What follows belongs to an exercise in optimizing a design on an open flow for small area; a production flow would make more cautious choices.
Only simulation tests tie the RTL to the original design; equivalence was not proved.
Power and IR drop assume default switching activity.

==> design.v <==
module decoder (
    input  logic [32-1:0] instr_i,
    output logic [12-1:0]    ctrl_o
);
    localparam logic [5:0] OpSpecial = 6'h00;
    localparam logic [5:0] OpJ       = 6'h02;
    localparam logic [5:0] OpBeq     = 6'h04;
    localparam logic [5:0] OpBne     = 6'h05;
    localparam logic [5:0] OpAddiu   = 6'h09;
    localparam logic [5:0] OpOri     = 6'h0d;
    localparam logic [5:0] OpLui     = 6'h0f;
    localparam logic [5:0] OpLw      = 6'h23;
    localparam logic [5:0] OpSw      = 6'h2b;
    localparam logic [5:0] FnAddu = 6'h21;
    localparam logic [5:0] FnSubu = 6'h23;
    localparam logic [5:0] FnAnd  = 6'h24;
    localparam logic [5:0] FnOr   = 6'h25;
    localparam logic [5:0] FnXor  = 6'h26;
    localparam logic [5:0] FnSlt  = 6'h2a;
    logic [5:0] opcode;
    logic [5:0] funct;
    logic [12-1:0] dec;
    assign opcode = instr_i[31:26];
    assign funct  = instr_i[5:0];
    always_comb begin
        dec = '0;
        case (opcode)
            OpSpecial: begin
                dec[5] = 1'b1;
                case (funct)
                    FnAddu:  dec[11:9] = 3'd0;
                    FnSubu:  dec[11:9] = 3'd1;
                    FnAnd:   dec[11:9] = 3'd2;
                    FnOr:    dec[11:9] = 3'd3;
                    FnXor:   dec[11:9] = 3'd4;
                    FnSlt:   dec[11:9] = 3'd5;
                    default: dec[5] = 1'b0;  
                endcase
            end
            OpAddiu: begin
                dec[11:9]    = 3'd0;
                dec[8]   = 1'b1;
                dec[7]  = 1'b1;
                dec[6]    = 1'b1;
                dec[5] = 1'b1;
            end
            OpOri: begin
                dec[11:9]    = 3'd3;
                dec[8]   = 1'b1;
                dec[6]    = 1'b1;
                dec[5] = 1'b1;
            end
            OpLui: begin
                dec[11:9]    = 3'd6;
                dec[8]   = 1'b1;
                dec[6]    = 1'b1;
                dec[5] = 1'b1;
            end
            OpLw: begin
                dec[11:9]    = 3'd0;
                dec[8]   = 1'b1;
                dec[7]  = 1'b1;
                dec[6]    = 1'b1;
                dec[5] = 1'b1;
                dec[4]  = 1'b1;
            end
            OpSw: begin
                dec[11:9]    = 3'd0;
                dec[8]   = 1'b1;
                dec[7]  = 1'b1;
                dec[3] = 1'b1;
            end
            OpBeq: begin
                dec[11:9]    = 3'd0;
                dec[7]  = 1'b1;
                dec[2]   = 1'b1;
            end
            OpBne: begin
                dec[11:9]    = 3'd0;
                dec[7]  = 1'b1;
                dec[2]   = 1'b1;
                dec[1] = 1'b1;
            end
            OpJ: dec[0] = 1'b1;
            default: dec = '0;
        endcase
        if ((dec[6] ? instr_i[20:16] : instr_i[15:11]) == '0) begin
            dec[5] = 1'b0;
        end
    end
    assign ctrl_o = dec;
endmodule
module regFile (
    input  logic                    clk,
    input  logic                    we_i,
    input  logic [5-1:0] wa_i,
    input  logic [32-1:0]   wd_i,
    input  logic [5-1:0] ra1_i,
    input  logic [5-1:0] ra2_i,
    output logic [32-1:0]   rd1_o,
    output logic [32-1:0]   rd2_o
);
    logic [32-1:0] regs [1:32-1];  
    always_ff @(posedge clk) begin
        if (we_i && wa_i != '0) begin
            regs[wa_i] <= wd_i;
        end
    end
    assign rd1_o = (ra1_i == '0) ? '0 : (we_i && ra1_i == wa_i) ? wd_i : regs[ra1_i];
    assign rd2_o = (ra2_i == '0) ? '0 : (we_i && ra2_i == wa_i) ? wd_i : regs[ra2_i];
endmodule
module stageReg #(
    parameter int W = 1
) (
    input  logic         clk,
    input  logic         rstN_i,
    input  logic         hold_i,
    input  logic         clear_i,
    input  logic [W-1:0] d_i,
    output logic [W-1:0] q_o
);
    always_ff @(posedge clk or negedge rstN_i) begin
        if (!rstN_i) begin
            q_o <= '0;
        end else if (!hold_i) begin
            if (clear_i) begin
                q_o <= '0;
            end else begin
                q_o <= d_i;
            end
        end
    end
endmodule
module alu (
    input  logic [2:0]            op_i,
    input  logic [32-1:0] a_i,
    input  logic [32-1:0] b_i,
    output logic [32-1:0] y_o
);
    logic lessThan;
    assign lessThan = $signed(a_i) < $signed(b_i);
    always_comb begin
        case (op_i)
            3'd0: y_o = a_i + b_i;  
            3'd1: y_o = a_i - b_i;
            3'd2: y_o = a_i & b_i;
            3'd3:  y_o = a_i | b_i;
            3'd4: y_o = a_i ^ b_i;
            3'd5: y_o = {{(32 - 1){1'b0}}, lessThan};
            3'd6: y_o = b_i << 16;
            default:  y_o = '0;
        endcase
    end
endmodule
module hazardUnit (
    input  logic [5-1:0] rsD_i,
    input  logic [5-1:0] rtD_i,
    input  logic [5-1:0] rsE_i,
    input  logic [5-1:0] rtE_i,
    input  logic [5-1:0] dstE_i,
    input  logic [5-1:0] dstM_i,
    input  logic                    regWriteM_i,
    input  logic                    memReadE_i,
    input  logic                    takenE_i,
    input  logic                    iStall_i,
    input  logic                    dStall_i,
    output logic                    freeze_o,
    output logic                    stallD_o,
    output logic                    flushD_o,
    output logic                    flushE_o,
    output logic                    fwdA_o,
    output logic                    fwdB_o
);
    logic loadUse;
    assign freeze_o = iStall_i | dStall_i;  
    assign loadUse = memReadE_i && dstE_i != '0 && (dstE_i == rsD_i || dstE_i == rtD_i);
    assign stallD_o = loadUse;
    assign flushE_o = loadUse;
    assign flushD_o = takenE_i;  
    assign fwdA_o = regWriteM_i && dstM_i == rsE_i;
    assign fwdB_o = regWriteM_i && dstM_i == rtE_i;
endmodule
module datapath (
    input  logic                    clk,
    input  logic                    rstN_i,
    input  logic                    iStall_i,
    input  logic                    dStall_i,
    output logic [32-1:0]   pcF_o,
    output logic                    instEnF_o,
    input  logic [32-1:0]   instrF_i,
    output logic                    memEnM_o,
    output logic [32-1:0]   memAddrM_o,
    output logic [3:0]              memWenM_o,
    output logic [32-1:0]   memWdataM_o,
    input  logic [32-1:0]   memRdataM_i,
    output logic [32-1:0]   debugWbPc_o,
    output logic [3:0]              debugWbRfWen_o,
    output logic [5-1:0] debugWbRfWnum_o,
    output logic [32-1:0]   debugWbRfWdata_o
);
    localparam logic [29:0] ResetPc = 30'(32'hbfc00000 >> 2) - 30'd1;
    logic        freeze;
    logic [1:0]  step;         
    logic        valid;        
    logic        fetchPend;    
    logic [29:0] pc;           
    logic        redirect;     
    logic [29:0] target;       
    logic        takenE;       
    logic [31:0] ir;
    logic [31:0] aReg;         
    logic [31:0] bReg;         
    assign freeze = iStall_i | dStall_i;
    logic [5:0] op, fn;
    logic       opR, opAddiu, opOri, opLui, opLw, opSw, opBeq, opBne, opJ;
    logic       fnAdd, fnSub, fnAnd, fnOr, fnXor, fnSlt, rValid;
    logic [4:0] rtE, dstE;
    logic       regWrite;
    assign op  = ir[31:26];
    assign fn  = ir[5:0];
    assign rtE = ir[20:16];
    assign opR     = op == 6'h00;
    assign opJ     = op == 6'h02;
    assign opBeq   = op == 6'h04;
    assign opBne   = op == 6'h05;
    assign opAddiu = op == 6'h09;
    assign opOri   = op == 6'h0d;
    assign opLui   = op == 6'h0f;
    assign opLw    = op == 6'h23;
    assign opSw    = op == 6'h2b;
    assign fnAdd = fn == 6'h21;
    assign fnSub = fn == 6'h23;
    assign fnAnd = fn == 6'h24;
    assign fnOr  = fn == 6'h25;
    assign fnXor = fn == 6'h26;
    assign fnSlt = fn == 6'h2a;
    assign rValid = opR & (fnAdd | fnSub | fnAnd | fnOr | fnXor | fnSlt);
    assign dstE = opR ? ir[15:11] : rtE;
    assign regWrite = valid & (rValid | opAddiu | opOri | opLui | opLw) & (dstE != 5'd0);
    logic [1:0]  ph;           
    logic [1:0]  ph3;          
    logic [31:0] ring4 [1:7][0:3];
    logic [31:0] ring3 [0:2];
    logic        wbValid;
    logic [4:0]  wbDst;
    logic [31:0] wb;
    logic        wbRet;        
    logic [1:0]  wbDst3;
    logic [4:0]  ra;
    logic [1:0]  pos4, pos3, ra3;
    logic [4:0]  phys;
    logic [31:0] slot [0:31];
    logic [31:0] rdata;
    logic [31:0] result;
    always_ff @(posedge clk or negedge rstN_i) begin
        if (!rstN_i) begin
            ph  <= 2'd0;
            ph3 <= 2'd0;
        end else begin
            ph  <= ph + 2'd1;
            ph3 <= (ph3 == 2'd2) ? 2'd0 : ph3 + 2'd1;
        end
    end
    assign wbDst3 = wbDst[1:0] - 2'd1;
    assign wbRet  = wbValid & ((wbDst[4:2] == 3'd0) ? (wbDst3 == ph3) : (wbDst[1:0] == ph));
    for (genvar q = 1; q < 8; q++) begin : g_ring4
        always_ff @(posedge clk) begin
            ring4[q][0] <= ring4[q][1];
            ring4[q][1] <= ring4[q][2];
            ring4[q][2] <= ring4[q][3];
            ring4[q][3] <= (wbValid && wbDst[4:2] == 3'(q) && wbDst[1:0] == ph) ? wb : ring4[q][0];
        end
        for (genvar k = 0; k < 4; k++) begin : g_slot
            assign slot[4 * q + k] = ring4[q][k];
        end
    end
    always_ff @(posedge clk) begin
        ring3[0] <= ring3[1];
        ring3[1] <= ring3[2];
        ring3[2] <= (wbValid && wbDst[4:2] == 3'd0 && wbDst3 == ph3) ? wb : ring3[0];
    end
    assign slot[0] = ring3[0];
    assign slot[1] = ring3[1];
    assign slot[2] = ring3[2];
    assign slot[3] = 32'd0;
    assign ra   = (step == 2'd0) ? instrF_i[25:21] : rtE;
    assign pos4 = ra[1:0] - ph;
    assign ra3  = ra[1:0] - 2'd1;
    always_comb begin
        case ({ra3, ph3})
            {2'd0, 2'd1}, {2'd1, 2'd2}, {2'd2, 2'd0}: pos3 = 2'd2;
            {2'd0, 2'd2}, {2'd1, 2'd0}, {2'd2, 2'd1}: pos3 = 2'd1;
            default:                                 pos3 = 2'd0;
        endcase
    end
    assign phys  = (ra[4:2] != 3'd0) ? {ra[4:2], pos4} : (ra == 5'd0) ? 5'd3 : {3'd0, pos3};
    assign rdata = (wbValid && wbDst == ra) ? wb : slot[phys];
    logic [31:0] imm, opA, opB, sum, aluOut;
    logic [29:0] pcInc;
    logic        isBr, sub, lessThan, equal, taken;
    assign pcInc = pc + 30'd1;
    assign isBr  = opBeq | opBne;
    assign imm   = opOri ? {16'd0, ir[15:0]} : {{16{ir[15]}}, ir[15:0]};
    assign sub   = opR & (fnSub | fnSlt);
    assign opA = isBr ? {pcInc, 2'b00} : aReg;
    assign opB = isBr ? {imm[29:0], 2'b00} : (opR ? bReg : imm);
    assign sum = opA + (sub ? ~opB : opB) + {31'd0, sub};
    assign lessThan = (aReg[31] ^ bReg[31]) ? aReg[31] : sum[31];
    assign equal    = aReg == bReg;
    assign taken    = opJ | (isBr & (equal ^ opBne));
    always_comb begin
        if (opLui)                     aluOut = {ir[15:0], 16'd0};
        else if (opOri | (opR & fnOr)) aluOut = aReg | opB;
        else if (opR & fnAnd)          aluOut = aReg & opB;
        else if (opR & fnXor)          aluOut = aReg ^ opB;
        else if (opR & fnSlt)          aluOut = {31'd0, lessThan};
        else                           aluOut = sum;
    end
    logic        commit, wen, fetch;
    logic [29:0] pcNext;
    assign result = opLw ? memRdataM_i : aReg;
    assign commit = (step == 2'd0) & ~freeze & ~fetchPend & ~(regWrite & wbValid & ~wbRet);
    assign wen    = commit & regWrite;
    assign fetch  = (step == 2'd0) & ~freeze & (fetchPend | (commit & ~(regWrite & dstE == instrF_i[25:21])));
    assign pcNext = redirect ? target : pcInc;
    always_ff @(posedge clk or negedge rstN_i) begin
        if (!rstN_i) begin
            wbValid <= 1'b0;
        end else if (wen) begin
            wbValid <= 1'b1;
        end else if (wbRet) begin
            wbValid <= 1'b0;
        end
    end
    always_ff @(posedge clk) begin
        if (wen) begin
            wb    <= result;
            wbDst <= dstE;
        end
    end
    always_ff @(posedge clk or negedge rstN_i) begin
        if (!rstN_i) begin
            step      <= 2'd0;
            valid     <= 1'b0;
            fetchPend <= 1'b0;
            pc        <= ResetPc;
            redirect  <= 1'b0;
        end else begin
            case (step)
                2'd0:    if (fetch) step <= 2'd1;
                2'd1:    step <= 2'd2;
                default: step <= 2'd0;
            endcase
            fetchPend <= (step == 2'd0) & ~fetch & (fetchPend | commit);
            if (fetch) begin
                valid    <= 1'b1;
                pc       <= pcNext;
                redirect <= valid & takenE;
            end
        end
    end
    always_ff @(posedge clk) begin
        if (fetch) begin
            ir   <= instrF_i;
            aReg <= rdata;
        end
        if (step == 2'd1) begin
            bReg <= rdata;
        end
        if (step == 2'd2) begin
            aReg   <= aluOut;
            takenE <= taken;
            if (opJ | isBr) target <= opJ ? {pcInc[29:26], ir[25:0]} : sum[31:2];
        end
    end
    assign pcF_o     = {pcNext, 2'b00};
    assign instEnF_o = step == 2'd0;
    assign memEnM_o    = (step == 2'd0) & valid & ~fetchPend & (opLw | opSw);
    assign memAddrM_o  = aReg;
    assign memWenM_o   = {4{commit & valid & opSw}};
    assign memWdataM_o = bReg;
    assign debugWbPc_o      = {pc, 2'b00};
    assign debugWbRfWen_o   = {4{wen}};
    assign debugWbRfWnum_o  = dstE;
    assign debugWbRfWdata_o = result;
endmodule
==> flow/run.sh <==
#!/bin/bash
# The standard layout with two changes: every port buffered by the smallest buffer
# (sky130_fd_sc_hd__buf_1), and after global routing, gates off the critical paths sized
# down (ORFS's RECOVER_POWER step, repair_timing -recover_power) on all paths with slack.
set -euo pipefail
export BUFFER_PORTS_ARGS="-buffer_cell sky130_fd_sc_hd__buf_1"
export RECOVER_POWER=100
bash standard.sh > standard.log 2>&1
==> standard.sh <==
#!/bin/bash
# synth_recipe.tcl (not shown) runs the flow's synth.tcl, then flattens the netlist and writes it again
# the make line also repeats each setting of config.mk as NAME=value (left out here)
make -C /OpenROAD-flow-scripts/flow DESIGN_CONFIG=/design/flow/config.mk WORK_HOME=/design/flow/orfs CLKGATE_MAP_FILE= SYNTH_SCRIPT=/design/flow/synth_recipe.tcl "${@:-finish}"
==> config.mk <==
export PLATFORM = sky130hd
export DESIGN_NAME = datapath
export DESIGN_NICKNAME = datapath
export VERILOG_FILES = /design/flow/design.v
export SDC_FILE = /design/flow/constraint.sdc
export NUM_CORES = 4
export LEC_CHECK = 0
export CAP_MARGIN = 20
export CORE_MARGIN = 2
export CORE_UTILIZATION = 60
export CTS_BUF_LIST = sky130_fd_sc_hd__clkbuf_16
export CTS_CLUSTER_DIAMETER = 100
export CTS_CLUSTER_SIZE = 20
export PLACE_DENSITY = 0.72
export SLEW_MARGIN = 20
==> constraint.sdc <==
create_clock -name core_clock -period 5.5 [get_ports {clk}]
set_input_delay 1.1000 -clock core_clock [delete_from_list [all_inputs] [get_ports {clk}]]
set_output_delay 1.1000 -clock core_clock [all_outputs]
set_load 0.01 [all_outputs]
==> results of run 1 <==
-- cells in the mapped netlist (all sizes together), types with 7 or more instances --
cell type	count	share of area (%)
o2111ai	12	0.25
and3	22	0.31
o211ai	21	0.36
dfstp	28	1.7
and4	12	0.24
a2111oi	17	0.37
edfxtp	164	11
clkbuf	152	1.3
a21o	20	0.34
nor2b	18	0.26
o21a	13	0.22
a22o	82	1.7
a211oi	20	0.38
nor2	139	1.2
a221o	21	0.48
xnor2	55	1.1
xor2	85	1.7
a22oi	206	3.5
o221ai	8	0.16
inv	93	0.79
mux2	338	8.7
dfxtp	992	45
a221oi	71	1.4
nand4	63	0.90
nand2b	16	0.23
a222oi	49	1.1
ha	96	2.7
a31oi	16	0.24
a2bb2oi	7	0.14
o31ai	7	0.13
nand3b	7	0.12
and2	13	0.19
mux2i	38	0.87
nor3	50	0.74
nor4	22	0.38
o22a	14	0.28
buf	66	0.87
o21ai	135	1.5
nand2	267	2.3
a21oi	103	1.2
dfrtp	12	0.68
a32o	9	0.21
nand3	46	0.52
-- per-stage QoR --
| stage | util [%] | TNS [ns] | power (mW) |
|---|---|---|---|
| after floorplan | - | 0 | 10.9 |
| after global placement | 65.0 | 0 | 12.2 |
| after detailed placement | 65.0 | 0 | 12.2 |
| after CTS | 67.6 | 0 | 17.3 |
| after global routing | 67.4 | 0 | 17.8 |
| final | 67.4 | -0.0350 | 17.4 |
-- routing by layer --
layer  up-vias  track usage, %  share of wire [%]
met5         -               0              0.014
met4         2            32.6                9.1
met3       705            9.82                 11
met2      2469            64.8                 44
met1     16600            51.7                 36
li1      14400               -                  -
-- registers in the layout (all words and copies together) (netlist names) --
| register | count |
|---|---|
| ring4 | 896 |
| wb | 32 |
| takenE | 1 |
| valid | 1 |
| bReg | 32 |
| wbValid | 1 |
| aReg | 32 |
| wbDst | 5 |
| fetchPend | 1 |
| pc | 30 |
| ir | 32 |
| redirect | 1 |
| step | 2 |
| ring3 | 96 |
| ph3 | 2 |
| ph | 2 |
| target | 30 |
-- power breakdown --
group          switching, mW  total, mW  internal, mW  leakage [nW]
clock network           2.92       5.29          2.37          1.01
registers              0.302       9.43          9.13          9.97
logic                   1.75       2.63         0.885          8.20
total                   4.97       17.4          12.4          19.2
-- layout make-up --
type | count | area [sq um] | area share, %
Multi-Input combinational cell | 2212 | 17000 | 34.8
Clock buffer | 71 | 1780 | 3.62
Tap cell | 959 | 1200 | 2.45
Sequential cell | 1196 | 25800 | 52.7
Antenna cell | 5 | 12.5 | 0.0255
Clock inverter | 24 | 168 | 0.342
Inverter | 93 | 349 | 0.712
Timing Repair Buffer | 467 | 2650 | 5.40
-- worst max-delay path, stage by stage, from the launching register on --
cell and delay, ns:
dfrtp_1 0.39, or2_4 0.34, inv_1 0.42, mux2_1 0.68, or3_1 0.61, a22o_4 0.36, nor3_4 0.84, clkbuf_1 0.49
buf_4 0.37, a22oi_1 0.11, nand2_1 0.10, nor4_1 0.05, a31oi_1 0.42, a32o_1 0.19
-- worst max-delay path by stage --
stage                   endpoint  cells past startpoint  slack (ns)  startpoint
3_3_place_gp            aReg[29]                     18        0.29      ir[31]
6_report                 aReg[0]                     13       -0.03     step[0]
3_5_place_dp            aReg[29]                     18        0.18      ir[31]
4_1_cts                 aReg[29]                     18        0.15      ir[31]
5_1_grt                 aReg[18]                     12        0.02     step[0]
2_1_floorplan  debugWbRfWen_o[0]                      8        0.28      ir[31]
-- what timing repair did --
| item | in CTS | in global routing |
|---|---|---|
| setup endpoints to repair | 0 | 10 |
| resized for setup | 0 | 5 |
| buffers inserted | 0 | 1 |
-- cell families (layout without fill, tap and decap cells) --
| family | after synthesis | count (layout) | share of synthesized area (%) |
|---|---|---|---|
| AO/OA/AOI/OAI | 890 | 890 | 15.2 |
| AND/OR/NAND/NOR | 705 | 705 | 7.89 |
| XOR/XNOR | 140 | 140 | 2.79 |
| multiplexers | 376 | 376 | 9.53 |
| buffers and inverters | 311 | 655 | 2.97 |
| other | 1 | 9 | 0.00854 |
| adder cells (fa/ha/maj) | 97 | 97 | 2.78 |
| flip-flops | 1196 | 1196 | 58.8 |
==> impl_results.md, run 1 <==
* Worst endpoint required time at between 6 and 7 ns
* Post-cts hold buffer count at 0
* Number of antenna-violating nets in the routed design at 0
* CP Data Arrival Time at between 6 and 7 ns
* Power Density at around 350 nW/um^2
* PnR worst setup slack at -0.0350 ns
* Violated checks: capacitance limit, slew limit, setup timing
* Fin crit period at between 5 and 6 ns
* GPL Wtd Cong at 1.09
* First-pass GRT wire length at 229000 um
* Bufs on Longest Clock Path at 3
* Post-DP HPWL at 112000 um
* Depth of the CTS H-tree at 3
* Commonest non-fill, non-tap cell in the layout: dfxtp_1
* Dpl cell area at between 40000 and 50000 sq um
* DR WL/cell at roughly 32 um
* Commonest non-fill, non-tap cells in the layout: 992 x dfxtp_1, 300 x mux2_2, 266 x nand2_1
* Max_cap viols at 20
* Hold path start: ring4[18][6]
* Worst Hold Class: register to register
* R2R setup slack at -0.03 ns
* Count of input and output buffers at around 240
* Seq/Total Area, Yosys at around three fifths
* Critical path class: register to register
* Worst slew pin tran at roughly 3.5 ns
* Fin cells at 5027
* Synth Instances at 3716
* Hold Fails Final Rpt at 0
* DR pass1 iterations at 7
* RSZ-0062 raised after global routing: false
* Core area at approximately 73000 sq um
* Top_reg_cell synth: dfxtp_1
* Syn avg cell area at between 10 and 15 sq um
* Layout cells sized above 1 at 15.9%
* DRC at 0
* DRT iter0 DRCs at slightly below 5000
* Asr flop ratio synth at around 3.3%
* Synth unique cells at between 100 and 150
* Period utilisation layout at 101%
* Max Slew Vio Count at 520
* Post-synth EDFFs at approximately 160
* Crit start category: register
* Critical path peak fanout at 12
* Max_slew headroom at -134%
* Critical R2R Capture: aReg[0]
* Dpl ws at 0.182 ns
* Fill count at around 5500
* Worst vdd ir at 0.000294 V
* Largest net degree at the start of global routing at 70
* CTS clk-pin slew, worst paths at approximately 0.09 ns
* Vias in the first global route at 33000
* Tot GR Track Use at between 40% and 50%
* Die X-Extent at approximately 270 um
* DIE AREA at around 75000 sq um
* Worst Hold Slack at between 0.3 and 0.4 ns
* Final setup viols at 1
* CTS tree: done
* Yosys warnings at 4
* Clock Skew at 0.0310 ns
* Initial antenna violation count at 4
* Worst hold path endpoint: ring4[17][6]
* Dpl cells at 4925
* Total number of vias at 34100
* Synthesized area at about 44000 sq um
* Synth Register Bits at roughly 1200
* Area growth syn-to-layout at 11.6%
* Number of vias per cell at slightly below 7
* Status: finished with violations
* Total Wirelength at ~160000 um
* Sinks on Clock Net at ~1200
* Die Y at between 200 and 300 um
* Worst-skew pair later-pin latency at around 0.66 ns
* Total CTS buffers at 70
* Placement Rows at between 90 and 100
* Reg2Reg Launch Point: step[0]
* GRT overflow at 0
* Final instance area at 49000 sq um
* Fmax at roughly 180 MHz
* Fin nets at roughly 4200
* Initial Util at between 60% and 70%
* Crit. End Element: register
* # IOs at 243
* Hold depth at 0
* Pleak at between 15 and 20 nW
* CTS root buf: clkbuf_16
* R2R depth at 13
==> run 2: changes to the inputs <==
--- a/design.v
+++ b/design.v
@@ -271,7 +271,4 @@
             ring4[q][3] <= (wbValid && wbDst[4:2] == 3'(q) && wbDst[1:0] == ph) ? wb : ring4[q][0];
         end
-        for (genvar k = 0; k < 4; k++) begin : g_slot
-            assign slot[4 * q + k] = ring4[q][k];
-        end
     end
     always_ff @(posedge clk) begin
@@ -280,8 +277,15 @@
         ring3[2] <= (wbValid && wbDst[4:2] == 3'd0 && wbDst3 == ph3) ? wb : ring3[0];
     end
-    assign slot[0] = ring3[0];
-    assign slot[1] = ring3[1];
-    assign slot[2] = ring3[2];
-    assign slot[3] = 32'd0;
+    always_comb begin
+        slot[0] = ring3[0];
+        slot[1] = ring3[1];
+        slot[2] = ring3[2];
+        slot[3] = 32'd0;
+        for (int q = 1; q < 8; q++) begin
+            for (int k = 0; k < 4; k++) begin
+                slot[4 * q + k] = ring4[q][k];
+            end
+        end
+    end
     assign ra   = (step == 2'd0) ? instrF_i[25:21] : rtE;
     assign pos4 = ra[1:0] - ph;
==> flow/run.sh (replaced) <==
#!/bin/bash
# The standard layout, with every port buffered by the smallest buffer
# (sky130_fd_sc_hd__buf_1) instead of the one buffer_ports picks by default.
set -euo pipefail
export BUFFER_PORTS_ARGS="-buffer_cell sky130_fd_sc_hd__buf_1"
bash standard.sh > standard.log 2>&1
==> run 2 against run 1 <==
Effect of this change:
- now clean on timing, DRC and antenna
- cell area grew 0.51%
- hold slack lost 0.0010 ns
- sequential power is essentially flat
- critical path type unchanged
- critical endpoint is now aReg[31]
- largest cell class unchanged
==> impl_results.md, run 2 <==
* Post-DP HPWL at approximately 110000 um
* GRT overflow at 0
* Fill count at about 5500
* Crit start category: register
* Fin crit period at 5.27 ns
* Commonest non-fill, non-tap cells in the layout: 992 x dfxtp_1, 338 x mux2_2, 266 x nand2_1
* DRC at 0
* Die X-Extent at 275 um
* Worst-skew pair later-pin latency at around 0.66 ns
* CP Data Arrival Time at 5.69 ns
* Biggest register: ring4
* Initial antenna violation count at 4
* Top post-synthesis cells by area: dfxtp_1 45%, edfxtp_1 11%, mux2_2 8.7%, a22oi_1 3.5%, ha_1 2.7%
* Bufs on Longest Clock Path at 3
* Worst vdd ir at 0.000302 V
* Yosys warnings at 4
* Status: timing/DRC/antenna clean
* Sinks on Clock Net at between 1000 and 1500
* Initial Util at 60.4%
* Regs by FF count: ring4: 896 flops, ring3: 96 flops
* PnR worst setup slack at 0.226 ns
* Largest register FFs at around 900
* Synth Instances at approximately 3700
* CTS root buf: clkbuf_16
* Asr flop ratio synth at approximately 3.3%
* Area growth syn-to-layout at 12.2%
* Multi-input gate area at roughly 17000 sq um
* Worst endpoint required time at roughly 6 ns
* Synthesized area at between 40000 and 50000 sq um
* Slowest cell on the critical path: o31ai_1
* Fin nets at ~4200
* Layout cells sized above 1 at 18.9%
* Synth Register Bits at 1196
* Critical path class: register to register
* Worst slew pin tran at ~1.2 ns
* Max Slew Vio Count at 0
* Worst path max stage delay at between 0.7 and 0.8 ns
* Syn avg cell area at 11.8 sq um
* Worst Hold Class: register to register
* DIE AREA at around 75000 sq um
* # IOs at roughly 240
* CTS tree: done
* Total Wirelength at between 150000 and 200000 um
* RSZ-0062 raised after global routing: false
* Most common cell in the synthesized netlist: dfxtp_1
* Depth of the CTS H-tree at 3
* CP Cell Sequence: or3b_1, or3_1, nand2_1, o21ai_0, ha_1, a21oi_1, o21ai_0, o31ai_1, a2bb2oi_1, a221o_1, o41ai_2, buf_4, xnor2_1, a2111oi_0, buf_4, o22a_1
* Max_slew headroom at between 10% and 20%
* Vias in the first global route at 33000
* Clock Skew at approximately 0.035 ns
* Seq/Total Area, Yosys at between 50 and 60%
* Tot GR Track Use at a little over two fifths
* Max_cap viols at 0
* Power Density at roughly 350 nW/um^2
* DR pass1 iterations at 8
* Number of vias per cell at between 6 and 7
* Fmax at 190 MHz
* First-pass GRT wire length at between 200000 and 250000 um
* Final setup viols at 0
* Number of antenna-violating nets in the routed design at 0
* Synth unique cells at between 100 and 150
* Pleak at 19.3 nW
* Top_reg_cell synth: dfxtp_1
* Die Y at around 270 um
* Total CTS buffers at 70
* Largest net degree at the start of global routing at 70
* GPL Wtd Cong at about 1.1
* Placement Rows at just under 100
* Dpl ws at ~0.18 ns
* Critical path peak fanout at 12
* Final setup TNS at 0 ns
* DR WL/cell at approximately 32 um
* Commonest non-fill, non-tap cell in the layout: dfxtp_1
* Post-synth top area share at roughly 45%
* Hold Fails Final Rpt at 0
* DRT iter0 DRCs at between 4000 and 5000
* Post-synth top area cell: dfxtp_1
* Post-synth EDFFs at between 150 and 200
* Count of input and output buffers at between 200 and 250
* Total number of vias at around 34000
* Period utilisation layout at between 90% and 100%
* Crit. End Element: register
* Core area at between 70000 and 80000 sq um
* Commonest cells post-synth: 992 x dfxtp_1, 338 x mux2_2, 267 x nand2_1
* Register Area at approximately 26000 sq um
* CTS clk-pin slew, worst paths at around 0.090 ns
==> run 2: cell types whose count changed in the layout (fill, tap and decap cells not counted), sizes merged <==
| cell | change |
|---|---|
| buf | +46 |
| diode | +1 |
| clkbuf | -46 |
==> run 2: path summary, 6_finish.rpt <==
path,startpoint,to,slack [ns],cells after the start
setup / recovery,ir[31],aReg[31],0.23,16
hold / removal,ring4[18][6],ring4[17][6],0.34,0
setup reg to reg,ir[31],aReg[31],0.23,16
hold reg to reg,ring4[18][6],ring4[17][6],0.34,0
max in group asynchronous,rstN_i,pc[12],4.58,2
min in group asynchronous,rstN_i,redirect,0.52,2
==> run 2: cell families after synthesis <==
logic type | count (synthesis) | share of synthesized area [%]
buffers and inverters | 311 | 2.97
DFF | 1196 | 58.8
xor gates and xnor gates | 140 | 2.79
muxes | 376 | 9.53
and+or+nand+nor | 705 | 7.89
other | 1 | 0.00854
AOI/OAI and AO/OA | 890 | 15.2
adders and majority gates | 97 | 2.78
==> run 2: area by class of cell <==
type / count / share of cell area (%)
tap: 959 / 2.44
antenna: 6 / 0.0305
inverter: 93 / 0.709
clock inverter: 24 / 0.340
clock buffer: 71 / 3.61
multi-input combinational: 2212 / 34.8
sequential: 1196 / 52.4
timing repair buffer: 467 / 5.67
==> run 2: where the power goes <==
group / leakage (nW) / internal (mW) / switching (mW) / total, mW
Clock: 1.01 / 2.37 / 2.93 / 5.29
Combinational: 8.35 / 0.931 / 1.75 / 2.69
Sequential: 9.98 / 9.16 / 0.302 / 9.46
==> run 2: what timing repair did <==
| action | 4_1_cts | 5_1_grt |
|---|---|---|
| setup buffers | 0 | 1 |
| gates resized for setup | 0 | 5 |
| hold buffers | 0 | 0 |
| setup endpoints to repair | 0 | 10 |
==> run 2: per-stage QoR <==
stage	utilization [%]	total power, mW	cell area [sq um]	instances	hold WS, ns
detailed placement	65.0	12.2	47200	4925	0.335
global route	67.7	17.9	49300	5024	0.345
CTS	67.6	17.3	49200	5020	0.340
global placement	65.0	12.2	47200	4924	0.328
floorplan	-	10.9	43900	3719	0.326
finish	67.8	17.4	49300	5028	0.339
==> run 2: critical path: cells and delay by family, from the launching register on <==
| kind | cells | cell delay (ns) |
|---|---|---|
| compound gates | 9 | 2.36 |
| xor+xnor | 1 | 0.23 |
| fa+ha+maj | 1 | 0.33 |
| buf+inv | 2 | 0.37 |
| flops | 1 | 0.51 |
| simple gates | 3 | 1.21 |
==> run 2: routing by layer <==
layer | wire length, um | share of wire, % | GRT usage, %
met5 | 10 | 0.0062 | 0
met1 | 58700 | 36 | 51.7
met4 | 14700 | 9.0 | 32.6
met3 | 18100 | 11 | 9.82
met2 | 70800 | 44 | 64.8
==> run 3: changes to the inputs <==
--- a/design.v
+++ b/design.v
@@ -307,6 +307,6 @@
     assign imm   = opOri ? {16'd0, ir[15:0]} : {{16{ir[15]}}, ir[15:0]};
     assign sub   = opR & (fnSub | fnSlt);
-    assign opA = isBr ? {pcInc, 2'b00} : aReg;
-    assign opB = isBr ? {imm[29:0], 2'b00} : (opR ? bReg : imm);
+    assign opA = isBr ? {pc, 2'b11} : aReg;
+    assign opB = isBr ? {imm[29:0], 2'b01} : (opR ? bReg : imm);
     assign sum = opA + (sub ? ~opB : opB) + {31'd0, sub};
     assign lessThan = (aReg[31] ^ bReg[31]) ? aReg[31] : sum[31];
==> run 3 against run 2 <==
Effect of this change:
- still clean on timing, DRC and antenna
- count of clock-buffer cells in the layout stayed put
- sequential share of layout area is 0.63 points lower
- routed wire length is 5.2% higher
- maximum frequency is 1.4% higher
- critical path depth is 1 higher
- critical path type unchanged
==> impl_results.md, run 3 <==
* Sinks on Clock Net at ~1200
* Status: timing/DRC/antenna clean
* Seq/Total Area, Yosys at 57.9%
* Number of vias per cell at between 6 and 7
* Critical path peak fanout at 8
* Fin crit period at around 5.2 ns
* Crit path capture: aReg[21]
* R2R depth at 17
* Postcts setup bufs at 0
* Total number of vias at about 35000
* Max Slew Vio Count at 0
* Depth of the CTS H-tree at 3
* GRT overflow at 0
* Bufs on Longest Clock Path at 3
* Met2 GRT Util at between 60% and 70%
* Tot GR Track Use at between 40% and 50%
* Worst-skew pair later-pin latency at 0.67 ns
* Final setup TNS at 0 ns
* Post-synth top area share at 44.5%
* Most common cell in the synthesized netlist: dfxtp_1
* Grt met1 use at a little under three fifths
* Top post-synthesis cells by area: dfxtp_1 45%, edfxtp_1 11%, mux2_2 8.3%, nand2_1 2.9%, ha_1 2.7%
* Asr flop ratio synth at under 10%
* RSZ-0062 raised after global routing: false
* Total Wirelength at ~170000 um
* Layout cells sized above 1 at approximately 18%
* Power Density at between 300 and 400 nW/um^2
* Die Y at roughly 280 um
* Regs by FF count: ring4: 896 flops, ring3: 96 flops
* Top_reg_cell synth: dfxtp_1
* Synth Instances at ~3900
* Largest net degree at the start of global routing at 70
* Fmax at around 190 MHz
* GPL Wtd Cong at approximately 1.0
* Total CTS buffers at 70
* R2R setup slack at about 0.30 ns
* Worst slew pin tran at roughly 1.2 ns
* Commonest cells post-synth: 992 x dfxtp_1, 349 x nand2_1, 329 x mux2_2
* GRT busiest layer: met2
* Max_cap viols at 0
* Crit. End Element: register
* Final setup viols at 0
* DIE AREA at roughly 77000 sq um
* DR pass1 iterations at 8
* Commonest non-fill, non-tap cells in the layout: 992 x dfxtp_1, 347 x nand2_1, 329 x mux2_2
* DRT iter0 DRCs at between 4000 and 5000
* Number of antenna-violating nets in the routed design at 0
* CP Data Arrival Time at about 5.6 ns
* Dpl ws at 0.176 ns
* Placement Rows at between 90 and 100
* Area growth syn-to-layout at 11.8%
* Count of input and output buffers at ~240
* First-pass GRT wire length at about 240000 um
* Initial Util at approximately three fifths
* Core area at ~73000 sq um
* Post-synth top area cell: dfxtp_1
* Vias in the first global route at about 34000
* Syn avg cell area at around 11 sq um
* CTS clk-pin slew, worst paths at around 0.090 ns
* Critical path class: register to register
* Synth Register Bits at around 1200
* Worst endpoint required time at 5.89 ns
* DRC at 0
* Post-synth EDFFs at 164
* Post-DP HPWL at about 120000 um
* Reg2Reg Launch Point: ir[5]
* DR WL/cell at 32.9 um
* Commonest non-fill, non-tap cell in the layout: dfxtp_1
* PnR worst setup slack at between 0.2 and 0.3 ns
* Pleak at 19.3 nW
* Worst Hold Class: register to register
* Max_slew headroom at between 10% and 20%
* Crit path from: ir[5]
* Hold Fails Final Rpt at 0
* Worst vdd ir at roughly 0.00032 V
* Critical R2R Capture: aReg[21]
* Initial antenna violation count at 3
* # IOs at 243
* Synthesized area at 44600 sq um
* Clock Skew at approximately 0.047 ns
* CTS root buf: clkbuf_16
* Yosys warnings at 4
* Die X-Extent at 277 um
* Period utilisation layout at a little over nine tenths
* Biggest register: ring4
* CTS tree: done
* M3 GR Usage at 9.56%
* Fin nets at about 4400
* Largest register FFs at 896
* Synth unique cells at between 100 and 150
* Crit start category: register
run 3: cell count changes after synthesis, moves of 12 or more:
cell      delta
a221oi_1    +12
nand2_1     +82
a221o_1     +16
a22o_1      -13
nand4_1     -24
o22ai_1     +12
a31oi_1     +24
nor2_1      +40
a22oi_1     -59
o21ai_0     +36
buf_2       +12
a21oi_1     +51
run 3: timing repair:
action | 4_1_cts | 5_1_grt
endpoints found under the setup margin | 0 | 1
endpoints found under the hold margin | 0 | 0
hold buffers | 0 | 0
gates resized for setup | 0 | 1
run 3: final cells by class:
class / instances / area (sq um)
timing repair buffer: 462 / 2810
multi-input combinational: 2382 / 17600
clock inverter: 25 / 250
inverter: 95 / 357
clock buffer: 71 / 1780
fill: 5640 / 23500
tap: 959 / 1200
sequential: 1196 / 25800
antenna: 3 / 7.51
run 3: worst min path at each step:
stage | from | to | slack, ns | cells past startpoint
3_3_place_gp | ring3[1][25] | ring3[0][25] | 0.33 | 0
5_1_grt | ring4[18][3] | ring4[17][3] | 0.35 | 0
2_1_floorplan | ring4[3][22] | ring4[2][22] | 0.32 | 0
6_report | ring3[1][3] | ring3[0][3] | 0.33 | 0
3_5_place_dp | ring4[1][11] | ring4[0][11] | 0.33 | 0
4_1_cts | ring3[2][30] | ring3[1][30] | 0.33 | 0
run 3: per-stage QoR:
stage	hold WS (ns)	power (mW)	std cells	utilization (%)	instance area, sq um
floorplan	0.323	10.9	3907	-	44600
global placement	0.328	12.1	5091	65.1	47800
detailed placement	0.331	12.1	5093	65.2	47800
CTS	0.328	17.3	5189	67.9	49800
global route	0.346	17.8	5190	68.0	49900
finish	0.326	17.4	5193	68.0	49900
run 3: logic make-up (layout without fill, tap and decap cells):
family	count (synthesis)	count (layout)	share of synthesized area [%]
other cells	1	7	0.00841
mux	370	370	9.23
flops	1196	1196	57.9
compound gates	990	990	16.2
xor+xnor	136	136	2.69
simple gates	785	785	8.08
buf+inv	329	653	3.16
fa+ha+maj	97	97	2.74
run 3: worst max-delay path, stage by stage, from the launching register on:
cell and delay [ns]:
edfxtp_1 0.49, nor2b_1 0.53, nand3_1 0.16, buf_4 0.22
nor2_4 0.25, buf_4 0.23, xor2_1 0.22, ha_1 0.34
a21o_1 0.21, a21o_1 0.18, a21o_1 0.19, and3_1 0.22
o211ai_1 0.39, nand2b_1 0.14, a311oi_1 0.39, nor3_1 0.13
a2111oi_0 0.48, o2bb2ai_1 0.14
run 3: layer usage:
metal  vias up  part of all wire [%]
met3       595                    11
li1      15000                     -
met2      2654                    44
met1     17200                    38
met4         4                   6.8
met5         -                 0.016
run 3: where the power goes:
part           total [mW]  leakage, nW  internal (mW)  switching [mW]
Combinational        2.44         8.25          0.832            1.61
Sequential           9.53         9.96           9.18           0.350
Clock                5.38         1.04           2.43            2.95
==> run 4: changes to the inputs <==
--- a/config.mk
+++ b/config.mk
@@ -11,5 +11,5 @@
 export CTS_BUF_LIST = sky130_fd_sc_hd__clkbuf_16
 export CTS_CLUSTER_DIAMETER = 100
-export CTS_CLUSTER_SIZE = 20
+export CTS_CLUSTER_SIZE = 24
 export PLACE_DENSITY = 0.72
 export SLEW_MARGIN = 20
==> run 4 against run 3 <==
Effect of this change:
- still clean on timing, DRC and antenna
- first-iteration DRC count rose by 3.3%
- clock skew fell by 0.0055 ns
- utilization fell by 0.56 points
- sequential cell count stayed put
- synthesized cell count did not move
- final cell count shrank 0.33%
- register-to-register slack improved by 0.02 ns
- die area is the same
- largest power group unchanged
==> impl_results.md, run 4 <==
* Most common cell in the synthesized netlist: dfxtp_1
* Reg2Reg Launch Point: ir[5]
* Postcts setup bufs at 0
* Comb pwr share at around 15%
* Synth Area in Compound Gates at 16.2%
* Syn avg cell area at 11.4 sq um
* DR WL/cell at 32.8 um
* Clock Skew at a little over 0.04 ns
* Mux contribution to synthesized area at a little under a tenth
* Fin cells at about 5200
* DR pass1 iterations at 9
* Tot GR Track Use at between 40% and 50%
* Commonest cells post-synth: 992 x dfxtp_1, 349 x nand2_1, 329 x mux2_2
* Sinks on Clock Net at between 1000 and 1500
* Yosys warnings at 4
* Max_cap viols at 0
* Worst vdd ir at between 0.0004 and 0.0005 V
* Dpl cells at between 5000 and 6000
* Number of vias per cell at just under 7
* Vias in the first global route at about 34000
* Critical path class: register to register
* Post-DP HPWL at roughly 120000 um
* Worst endpoint required time at roughly 6 ns
* R2R setup slack at around 0.32 ns
* Post-synth top area share at between 40 and 50%
* Synth Instances at 3904
* Max Slew Vio Count at 0
* Final setup TNS at 0 ns
* Core area at ~73000 sq um
* Commonest non-fill, non-tap cell in the layout: dfxtp_1
* Number of antenna-violating nets in the routed design at 0
* CTS clk-pin slew, worst paths at roughly 0.11 ns
* CP Data Arrival Time at 5.61 ns
* Worst slew pin tran at between 1 and 1.5 ns
* Total number of vias at approximately 35000
* Internal at ~12 mW
* First-pass GRT wire length at ~240000 um
* GRT overflow at 0
* Status: timing/DRC/antenna clean
* Regs by FF count: ring4: 896 flops, ring3: 96 flops
* Initial antenna violation count at 4
* Post-synth top area cell: dfxtp_1
* Power Density at 338 nW/um^2
* Area growth syn-to-layout at 10.9%
* DRC at 0
* Top_reg_cell synth: dfxtp_1
* Crit. End Element: register
* CP Cell Sequence: nor2b_1, nand3_1, buf_4, nor2_4, buf_4, xor2_1, ha_1, a21o_1, a21o_1, a21o_1, and3_1, o211ai_1, nand2b_1, a311oi_1, nor3_1, a2111oi_0, o2bb2ai_1
* Period utilisation layout at 94.2%
* Synth Register Bits at between 1000 and 1500
* Post-Synth Adder-Cell Area at ~2.7%
* # IOs at 243
* Simple logic cell fraction of the synthesized area at under 10%
* Synthesized area at 44600 sq um
* Synth unique cells at between 100 and 150
* Main combinational cell family by area after synthesis: compound AO/OA/AOI/OAI gates
* Crit path capture: aReg[21]
* Slowest cell on the critical path: nor2b_1
* Hold depth at 0
* Fmax at about 190 MHz
* Depth of the CTS H-tree at 2
* Sw Ratio at between 20% and 30%
* Pleak at 19.0 nW
* GPL Wtd Cong at roughly 1.0
* R2R depth at 17
* Commonest non-fill, non-tap cells in the layout: 992 x dfxtp_1, 347 x nand2_1, 329 x mux2_2
* Worst path max stage delay at 0.54 ns
* CTS tree: done
* Layout cells sized above 1 at roughly 17%
* Seq/Total Area, Yosys at ~58%
* Placement Rows at a little under 100
* Post-synth EDFFs at about 160
* Crit path from: ir[5]
* Initial Util at about three fifths
* Clk network pwr share at ~28%
* Die Y at between 200 and 300 um
* Top post-synthesis cells by area: dfxtp_1 45%, edfxtp_1 11%, mux2_2 8.3%, nand2_1 2.9%, ha_1 2.7%
* Largest net degree at the start of global routing at 70
* Die X-Extent at 277 um
* Synth Area in XOR/XNOR at 2.69%
* Seq pwr share at 57.1%
* Asr flop ratio synth at approximately 3.3%
* Switch Pwr at ~4.8 mW
* Worst Hold Class: register to register
* Fin crit period at approximately 5.2 ns
* Most common cell on crit path: a21o_1
* Critical R2R Capture: aReg[21]
* Max_slew headroom at between 10% and 20%
* Count of input and output buffers at 238
* Worst-skew pair later-pin latency at ~0.71 ns
* Total CTS buffers at 57
* Final setup viols at 0
* RSZ-0062 raised after global routing: false
* DIE AREA at ~77000 sq um
* Critical path peak fanout at 8
* Largest register FFs at ~900
* Total Wirelength at 170000 um
* Fin nets at between 4000 and 5000
* Crit start category: register
* CTS root buf: clkbuf_16
* DRT iter0 DRCs at between 5000 and 6000
* Biggest register: ring4
* Hold Fails Final Rpt at 0
* Bufs on Longest Clock Path at 3
==> run 4: layout make-up <==
type	instances	area (sq um)
clock buffer	57	1430
sequential	1196	25800
multi-input combinational	2382	17600
fill	5707	23900
timing repair buffer	462	2810
tap	959	1200
clock inverter	21	186
inverter	95	357
antenna	4	10.0
==> run 4: worst min-delay path by stage <==
stage                  startpoint       endpoint  slack (ns)
finish              ring4[18][15]  ring4[17][15]        0.33
global route        ring4[21][10]  ring4[20][10]        0.33
CTS                 ring4[21][10]  ring4[20][10]        0.33
detailed placement   ring4[1][11]   ring4[0][11]        0.33
global placement     ring3[1][25]   ring3[0][25]        0.33
floorplan            ring4[3][22]   ring4[2][22]        0.32
==> run 4: cell families (layout without fill, tap and decap cells) <==
logic type                 count (synthesis)  count (layout)
AOI/OAI and AO/OA                        990             990
muxes                                    370             370
other                                      1               8
and+or+nand+nor                          785             785
adders and majority gates                 97              97
buffers and inverters                    329             635
DFF                                     1196            1196
xor gates and xnor gates                 136             136
==> run 4: repair_timing <==
| item | 4_1_cts | 5_1_grt |
|---|---|---|
| endpoints found under the setup margin | 0 | 1 |
| gates resized for setup | 0 | 1 |
| hold buffers | 0 | 0 |
==> run 4: per-layer routing <==
layer	vias up	share of wire, %	global-route usage, %
met1	17300	38	55.1
met5	-	0.0077	0
met4	2	7.0	26.3
met2	2589	44	66.8
li1	15000	-	-
met3	637	11	8.96
==> run 4: stage by stage <==
step	worst slack (ns)	hold WS, ns	area [sq um]	power (mW)	util (%)
after floorplan	0.885	0.323	44600	10.9	-
after global routing	0.0750	0.327	49400	17.1	67.4
after detailed placement	0.176	0.331	47800	12.1	65.2
after CTS	0.350	0.330	49400	16.6	67.4
final	0.317	0.325	49400	16.7	67.4
after global placement	0.145	0.328	47800	12.1	65.1
==> run 4: critical path, delay by kind of cell, from the launching register on <==
family,cells,cell delay [ns]
xor+xnor,1,0.22
fa+ha+maj,1,0.34
flops,1,0.50
buf+inv,2,0.45
simple gates,6,1.43
compound gates,7,1.96
==> run 4: power by group through the flow <==
stage	registers, mW	clock network, mW	logic (mW)
2_1_floorplan	9.64	0	1.29
3_3_place_gp	9.71	0	2.35
3_5_place_dp	9.72	0	2.36
4_1_cts	9.52	4.72	2.37
5_1_grt	9.57	5.01	2.55
6_report	9.53	4.73	2.44
==> run 5: changes to the inputs <==
--- a/design.v
+++ b/design.v
@@ -203,4 +203,5 @@
     logic [1:0]  step;         
     logic        valid;        
+    logic        wen;          
     logic        fetchPend;    
     logic [29:0] pc;           
@@ -246,5 +247,4 @@
     logic [31:0] wb;
     logic        wbRet;        
-    logic [1:0]  wbDst3;
     logic [4:0]  ra;
     logic [1:0]  pos4, pos3, ra3;
@@ -262,6 +262,22 @@
         end
     end
-    assign wbDst3 = wbDst[1:0] - 2'd1;
-    assign wbRet  = wbValid & ((wbDst[4:2] == 3'd0) ? (wbDst3 == ph3) : (wbDst[1:0] == ph));
+    logic        wbValidN;
+    logic [4:0]  wbDstN;
+    logic [1:0]  phN, ph3N, wbDst3N;
+    logic [7:0]  weN, we, hold;
+    assign phN      = ph + 2'd1;
+    assign ph3N     = (ph3 == 2'd2) ? 2'd0 : ph3 + 2'd1;
+    assign wbValidN = wen | (wbValid & ~wbRet);
+    assign wbDstN   = wen ? dstE : wbDst;
+    assign wbDst3N  = wbDstN[1:0] - 2'd1;
+    assign weN[0]   = wbValidN && wbDstN[4:2] == 3'd0 && wbDst3N == ph3N;
+    for (genvar q = 1; q < 8; q++) begin : g_weN
+        assign weN[q] = wbValidN && wbDstN[4:2] == 3'(q) && wbDstN[1:0] == phN;
+    end
+    always_ff @(posedge clk) begin
+        we   <= weN;
+        hold <= ~weN;
+    end
+    assign wbRet = wbValid & (|we);
     for (genvar q = 1; q < 8; q++) begin : g_ring4
         always_ff @(posedge clk) begin
@@ -269,5 +285,5 @@
             ring4[q][1] <= ring4[q][2];
             ring4[q][2] <= ring4[q][3];
-            ring4[q][3] <= (wbValid && wbDst[4:2] == 3'(q) && wbDst[1:0] == ph) ? wb : ring4[q][0];
+            ring4[q][3] <= (ring4[q][0] & {32{hold[q]}}) | (wb & {32{we[q]}});
         end
     end
@@ -275,5 +291,5 @@
         ring3[0] <= ring3[1];
         ring3[1] <= ring3[2];
-        ring3[2] <= (wbValid && wbDst[4:2] == 3'd0 && wbDst3 == ph3) ? wb : ring3[0];
+        ring3[2] <= (ring3[0] & {32{hold[0]}}) | (wb & {32{we[0]}});
     end
     always_comb begin
@@ -307,6 +323,6 @@
     assign imm   = opOri ? {16'd0, ir[15:0]} : {{16{ir[15]}}, ir[15:0]};
     assign sub   = opR & (fnSub | fnSlt);
-    assign opA = isBr ? {pc, 2'b11} : aReg;
-    assign opB = isBr ? {imm[29:0], 2'b01} : (opR ? bReg : imm);
+    assign opA = isBr ? {pcInc, 2'b00} : aReg;
+    assign opB = isBr ? {imm[29:0], 2'b00} : (opR ? bReg : imm);
     assign sum = opA + (sub ? ~opB : opB) + {31'd0, sub};
     assign lessThan = (aReg[31] ^ bReg[31]) ? aReg[31] : sum[31];
@@ -321,5 +337,5 @@
         else                           aluOut = sum;
     end
-    logic        commit, wen, fetch;
+    logic        commit, fetch;
     logic [29:0] pcNext;
     assign result = opLw ? memRdataM_i : aReg;
--- a/config.mk
+++ b/config.mk
@@ -11,5 +11,5 @@
 export CTS_BUF_LIST = sky130_fd_sc_hd__clkbuf_16
 export CTS_CLUSTER_DIAMETER = 100
-export CTS_CLUSTER_SIZE = 24
+export CTS_CLUSTER_SIZE = 20
 export PLACE_DENSITY = 0.72
 export SLEW_MARGIN = 20
==> run 5 against run 4 <==
Effect of this change:
- synthesized cell count increased by 1.0%
- first-iteration DRC count increased by 14%
- routed wire length increased by 4.3%
- cell area decreased by 0.86%
- global-route usage increased by 2.8 points
- clock skew decreased by 0.015 ns
- critical path depth decreased by 6
- die area decreased by 1.2%
- largest cell class unchanged
==> impl_results.md, run 5 <==
* Crit. End Element: register
* Post-DP HPWL at ~120000 um
* Synth unique cells at 100
* Depth of the CTS H-tree at 3
* Area growth syn-to-layout at 11.2%
* Placement Rows at 99
* Bufs on Longest Clock Path at 3
* Initial Util at 60.5%
* Post-cts hold buffer count at 0
* DR pass1 iterations at 7
* Top_reg_cell synth: dfxtp_1
* Top post-synthesis cells by area: dfxtp_1 46%, edfxtp_1 11%, a22o_1 6.4%, a22oi_1 3.9%, nand2_1 2.9%
* GPL Wtd Cong at about 1.0
* Post-synth top area cell: dfxtp_1
* Clock Skew at ~0.026 ns
* Yosys warnings at 4
* Final setup TNS at 0 ns
* Critical path class: register to register
* Total power at 17.6 mW
* DRT iter0 DRCs at about 5800
* Tot GR Track Use at ~46%
* Synth Register Bits at between 1000 and 1500
* DIE AREA at 75600 sq um
* CTS root buf: clkbuf_16
* Worst vdd ir at just under 0.0005 V
* Worst-skew pair later-pin latency at about 0.65 ns
* Total CTS buffers at 70
* Worst Hold Class: register to register
* Commonest non-fill, non-tap cell in the layout: dfxtp_1
* Post-synth EDFFs at ~160
* GRT overflow at 0
* Commonest non-fill, non-tap cells in the layout: 997 x dfxtp_1, 341 x nand2_1, 321 x a22o_1
* Reg2Reg Launch Point: step[0]
* Number of antenna-violating nets in the routed design at 0
* Post-synth top area share at between 40 and 50%
* Period utilisation layout at just under 100%
* Status: timing/DRC/antenna clean
* Syn avg cell area at between 10 and 15 sq um
* Number of vias per cell at 7.09
* Max Slew Vio Count at 0
* Final setup viols at 0
* DRC at 0
* CP Data Arrival Time at between 5 and 6 ns
* First-pass GRT wire length at 246000 um
* CTS tree: done
* Die Y at 275 um
* Max_slew headroom at around 7.8%
* Count of input and output buffers at roughly 240
* Largest net degree at the start of global routing at about 70
* Commonest cells post-synth: 1013 x dfxtp_1, 342 x nand2_1, 321 x a22o_1
* R2R setup slack at 0.22 ns
* DR WL/cell at 34.3 um
* CTS clk-pin slew, worst paths at about 0.09 ns
* Fin crit period at 5.28 ns
* Hold Fails Final Rpt at 0
* Sinks on Clock Net at 1212
* Regs by FF count: ring4: 896 flops, ring3: 96 flops
* Max_cap viols at 0
* Core area at ~73000 sq um
* Initial antenna violation count at 10
* RSZ-0062 raised after global routing: false
* Fin nets at between 4000 and 5000
* Most common cell in the synthesized netlist: dfxtp_1
* Total number of vias at 36600
* Largest register FFs at roughly 900
* Seq/Total Area, Yosys at between 50% and 60%
* Vias in the first global route at 34300
* Asr flop ratio synth at under 10%
* Biggest register: ring4
* Crit start category: register
* Hold path start: ring4[22][8]
* Synth Instances at about 3900
* Fmax at roughly 190 MHz
* Total Wirelength at ~180000 um
* Power Density at about 360 nW/um^2
* Worst slew pin tran at 1.37 ns
* Pleak at 18.9 nW
* Die X-Extent at around 280 um
* Layout cells sized above 1 at between 10% and 20%
* Critical path peak fanout at 18
* # IOs at ~240
* Crit path from: step[0]
* Worst endpoint required time at between 6 and 7 ns
* Synthesized area at approximately 44000 sq um
run 5: cell count changes after synthesis, sizes merged, moves of 20 or more:
cell and delta:
mux2 -281, nor2 -37, clkbuf +52, nand4 +29
a22oi +82, dfxtp +21, a221oi -21, a31oi -20
a222oi -21, a22o +253
run 5: final timing paths:
check / cells after the start / endpoint
max in group asynchronous: 2 / valid
min in group asynchronous: 2 / redirect
setup reg to reg: 11 / aReg[12]
hold / removal: 0 / ring4[21][8]
hold reg to reg: 0 / ring4[21][8]
setup / recovery: 11 / aReg[12]
run 5: per-stage QoR:
step	worst slack (ns)	hold slack [ns]	area (sq um)	cells	utilization, %
after floorplan	0.486	0.323	44100	3947	-
after global placement	0.273	0.326	47000	5054	64.5
after detailed placement	0.142	0.332	47000	5054	64.5
after CTS	0.0793	0.329	48900	5153	67.1
after global routing	0.000339	0.341	49000	5158	67.3
final	0.219	0.335	49000	5165	67.3
run 5: logic make-up after synthesis:
logic type | after synthesis | synth area share, %
muxes | 95 | 2.33
buffers and inverters | 389 | 3.68
DFF | 1212 | 59.2
AOI/OAI and AO/OA | 1208 | 20.7
and+or+nand+nor | 801 | 8.55
adders and majority gates | 97 | 2.77
other | 1 | 0.00851
xor gates and xnor gates | 141 | 2.80
run 5: final cells by class:
| class | count | area, sq um |
|---|---|---|
| Multi-Input combinational cell | 2346 | 16700 |
| Clock buffer | 71 | 1780 |
| Inverter | 92 | 345 |
| Antenna cell | 7 | 17.5 |
| Tap cell | 959 | 1200 |
| Sequential cell | 1212 | 26100 |
| Fill cell | 5689 | 23800 |
| Clock inverter | 28 | 139 |
| Timing Repair Buffer | 450 | 2770 |
run 5: repair_timing:
item | 4_1_cts | 5_1_grt
buffers inserted | 0 | 5
resized for setup | 0 | 16
setup endpoints to repair | 0 | 8
run 5: worst max-delay path: stages, from the launching register on:
cell,delay (ns)
dfrtp_1,0.70
or2_1,0.42
inv_2,0.25
mux2_4,0.45
o21ai_1,0.41
o21ai_2,0.33
nor3_2,1.08
buf_4,0.39
a221oi_1,0.12
and3_1,0.17
a31oi_1,0.61
a32o_1,0.20
run 5: layer usage:
metal	vias to the layer above	share of wire, %	GRT usage, %
met5	-	0.13	0
met4	6	8.4	31.5
met3	818	14	13.0
met2	3154	42	67.7
met1	17600	35	57.9
li1	15000	-	-
run 5: where the power goes:
group	internal [mW]	total (mW)	switching, mW	leakage [nW]
clock network	2.35	5.26	2.91	1.02
registers	9.25	9.52	0.271	10.1
logic	0.900	2.81	1.91	7.87
total	12.5	17.6	5.09	18.9
==> run 6: changes to the inputs <==
--- a/config.mk
+++ b/config.mk
@@ -11,5 +11,5 @@
 export CTS_BUF_LIST = sky130_fd_sc_hd__clkbuf_16
 export CTS_CLUSTER_DIAMETER = 100
-export CTS_CLUSTER_SIZE = 20
+export CTS_CLUSTER_SIZE = 24
 export PLACE_DENSITY = 0.72
 export SLEW_MARGIN = 20
==> run 6 against run 5 <==
Effect of this change:
- hold slack got worse by 0.026 ns
- via count decreased by 0.64%
- critical path depth rose by 6
- synthesized cell count stayed put
- clock skew up 0.041 ns
- setup slack better by 0.052 ns
- routed wire length shrank 0.46%
- die area unchanged
- global-route usage down 0.23 points
- first-iteration DRC count is 2.5% lower
- highest routed layer unchanged
==> impl_results.md, run 6 <==
* GPL Wtd Cong at around 1.0
* DR WL/cell at 34.3 um
* Tot GR Track Use at between 40% and 50%
* Final setup TNS at 0 ns
* Worst endpoint required time at between 5 and 6 ns
* Layout cells sized above 1 at between 10% and 20%
* Max_slew headroom at approximately 16%
* Regs by FF count: ring4: 896 flops, ring3: 96 flops
* Post-synth EDFFs at around 160
* Largest net degree at the start of global routing at between 60 and 70
* Fin crit period at 5.23 ns
* Fmax at 191 MHz
* Depth of the CTS H-tree at 2
* Commonest non-fill, non-tap cell in the layout: dfxtp_1
* Count of input and output buffers at around 240
* Top post-synthesis cells by area: dfxtp_1 46%, edfxtp_1 11%, a22o_1 6.4%, a22oi_1 3.9%, nand2_1 2.9%
* Total number of vias at roughly 36000
* Number of vias per cell at roughly 7.1
* Crit. End Element: register
* Worst Hold Class: register to register
* Top_reg_cell synth: dfxtp_1
* Commonest cells post-synth: 1013 x dfxtp_1, 342 x nand2_1, 321 x a22o_1
* Bufs on Longest Clock Path at 3
* Max Slew Vio Count at 0
* Status: timing/DRC/antenna clean
* Die X-Extent at between 200 and 300 um
* Post-synth top area share at between 40 and 50%
* Syn avg cell area at about 11 sq um
* Worst-skew pair later-pin latency at 0.70 ns
* Bufs and invs on worst path at 2
* Commonest non-fill, non-tap cells in the layout: 997 x dfxtp_1, 341 x nand2_1, 321 x a22o_1
* CTS root buf: clkbuf_16
* DR pass1 iterations at 8
* Critical path peak fanout at 37
* First-pass GRT wire length at between 200000 and 250000 um
* Fin util at 66.8%
* Clock Skew at approximately 0.068 ns
* Total CTS buffers at 56
* Synthesized area at 44100 sq um
* GRT overflow at 0
* Post-Synth Adder-Cell Area at between 2 and 3%
* Mux contribution to synthesized area at under 10%
* Core area at around 73000 sq um
* Post-DP HPWL at 120000 um
* Post-cts hold buffer count at 0
* Critical path class: register to register
* Simple logic cell fraction of the synthesized area at 8.55%
* Worst Hold Slack at slightly above 0.3 ns
* CP Data Arrival Time at approximately 5.7 ns
* Yosys warnings at 4
* Biggest register: ring4
* RSZ-0062 raised after global routing: true
* Synth Instances at a little under 4000
* Synth unique cells at 100
* Final setup viols at 0
* Post-synth top area cell: dfxtp_1
* Initial Util at about three fifths
* # IOs at 243
* Area growth syn-to-layout at 10.4%
* Worst path max stage delay at approximately 0.73 ns
* Fill count at between 5000 and 6000
* Seq/Total Area, Yosys at approximately three fifths
* Pleak at approximately 19 nW
* Synth Register Bits at between 1000 and 1500
* Max_cap viols at 0
* Power Density at 349 nW/um^2
* DRT iter0 DRCs at roughly 5700
* Slowest cell on the critical path: o21ai_0
* Worst slew pin tran at between 1 and 1.5 ns
* Worst vdd ir at about 0.00051 V
* Vias in the first global route at around 34000
* R2R depth at 17
* Initial antenna violation count at 9
* Fin nets at 4323
* Largest register FFs at 896
* Top delay family on crit path: compound AO/OA/AOI/OAI gates
* Period utilisation layout at between 90 and 100%
* Synth Area in XOR/XNOR at 2.80%
* R2R setup slack at roughly 0.27 ns
* Synth Area in Compound Gates at approximately 21%
* CTS tree: done
* CP Cell Sequence: nor3_2, nand2_1, buf_12, mux2i_1, o21ai_0, xor2_1, ha_1, nand4_1, or3_1, o221ai_1, buf_4, a41oi_1, o31a_1, o211ai_1, a31oi_1, xnor2_1, o41ai_1
* Crit start category: register
* Sinks on Clock Net at 1212
* Cell count along the critical path at 17
* Die Y at 275 um
* Most common cell in the synthesized netlist: dfxtp_1
* CTS clk-pin slew, worst paths at roughly 0.1 ns
* Hold depth at 0
* Total Wirelength at 176000 um
* DRC at 0
* Placement Rows at 99
* Hold Fails Final Rpt at 0
* DIE AREA at roughly 76000 sq um
* Asr flop ratio synth at approximately 3.3%
* Total power at around 17 mW
* Main combinational cell family by area after synthesis: compound AO/OA/AOI/OAI gates
* Number of antenna-violating nets in the routed design at 0
## run 6: cell counts after synthesis
No cell type changed its count.
## run 6: area by class of cell
class	instances	area, sq um	share of cell area (%)
inverters	92	345	0.710
diodes	4	10.0	0.0206
clock buffers	57	1430	2.93
well taps	959	1200	2.47
repair buffers	450	2770	5.70
clock inverters	23	135	0.278
multi-input cells	2346	16700	34.2
flip-flops and latches	1212	26100	53.7
## run 6: path summary, 6_finish.rpt
check                        startpoint           end
min                        ring4[18][7]  ring4[17][7]
max                              ir[26]      aReg[30]
min reg2reg                ring4[18][7]  ring4[17][7]
max in group asynchronous        rstN_i        pc[27]
max reg2reg                      ir[26]      aReg[30]
min in group asynchronous        rstN_i        ph3[0]
## run 6: through the flow
stage               setup WS (ns)  cell area (sq um)  instances
floorplan                   0.486              44100       3947
global placement            0.273              47000       5054
detailed placement          0.142              47000       5054
CTS                        0.0970              48600       5134
global route             -0.00422              48600       5139
finish                      0.271              48700       5143
## run 6: where the power goes
| part | switching, mW | leakage, nW | internal, mW |
|---|---|---|---|
| clock | 2.80 | 0.833 | 1.89 |
| sequential | 0.270 | 10.1 | 9.25 |
| combinational | 1.89 | 7.87 | 0.900 |
## run 6: logic make-up (layout without fill, tap and decap cells)
| family | after synthesis | in the layout |
|---|---|---|
| other | 1 | 8 |
| buffers and inverters | 389 | 622 |
| multiplexers | 95 | 95 |
| XOR/XNOR | 141 | 141 |
| flip-flops | 1212 | 1212 |
| AND/OR/NAND/NOR | 801 | 801 |
| adder cells (fa/ha/maj) | 97 | 97 |
| AO/OA/AOI/OAI | 1208 | 1208 |
## run 6: per-layer routing
metal,track usage (%),wire (um)
met4,31.7,14900
met5,0,90
met1,57.6,63200
met2,67.7,74900
met3,12.1,23200
## run 6: repair_timing
| item | CTS | global route |
|---|---|---|
| gates resized for setup | 0 | 13 |
| buffers inserted | 0 | 5 |
| setup endpoints to repair | 0 | 7 |

what the ideal ports hide:
The results above use ideal ports. As a check the final layouts listed here were re-extracted and re-timed, cells and wires unchanged. Step 1: set_driving_cell puts a clkbuf_16 on clk and a buf_2 on each other input, an assumption about the parent block. Step 2, shift: input delay + t, output delay - t, t = (earliest + latest rising clock arrival at the registers) / 2. This alone moves slack from input paths to output paths. Three values: no drivers, after step 1, after step 2; two values: the first two.
run	t (ns)	setup WS [ns]	worst setup path at the end	pins driven straight from the clock port
run 1	0.707	-0.035 / -0.035 / -0.171	input to register	1
run 2	0.711	0.226 / 0.226 / 0.077	input to register	1
run 3	0.722	0.298 / 0.298 / -0.128	input to register	1
run 4	0.758	0.317 / 0.317 / -0.128	input to register	1
run 5	0.711	0.219 / 0.219 / -0.193	input to register	1
run 6	0.738	0.271 / 0.271 / -0.134	input to register	1
Met with ideal ports but missed after step 2: setup timing in run 3, run 4, run 5 and run 6. The setup slack of run 4, which loses most, moves by 0.000 ns with the drivers and by -0.445 ns with both steps.
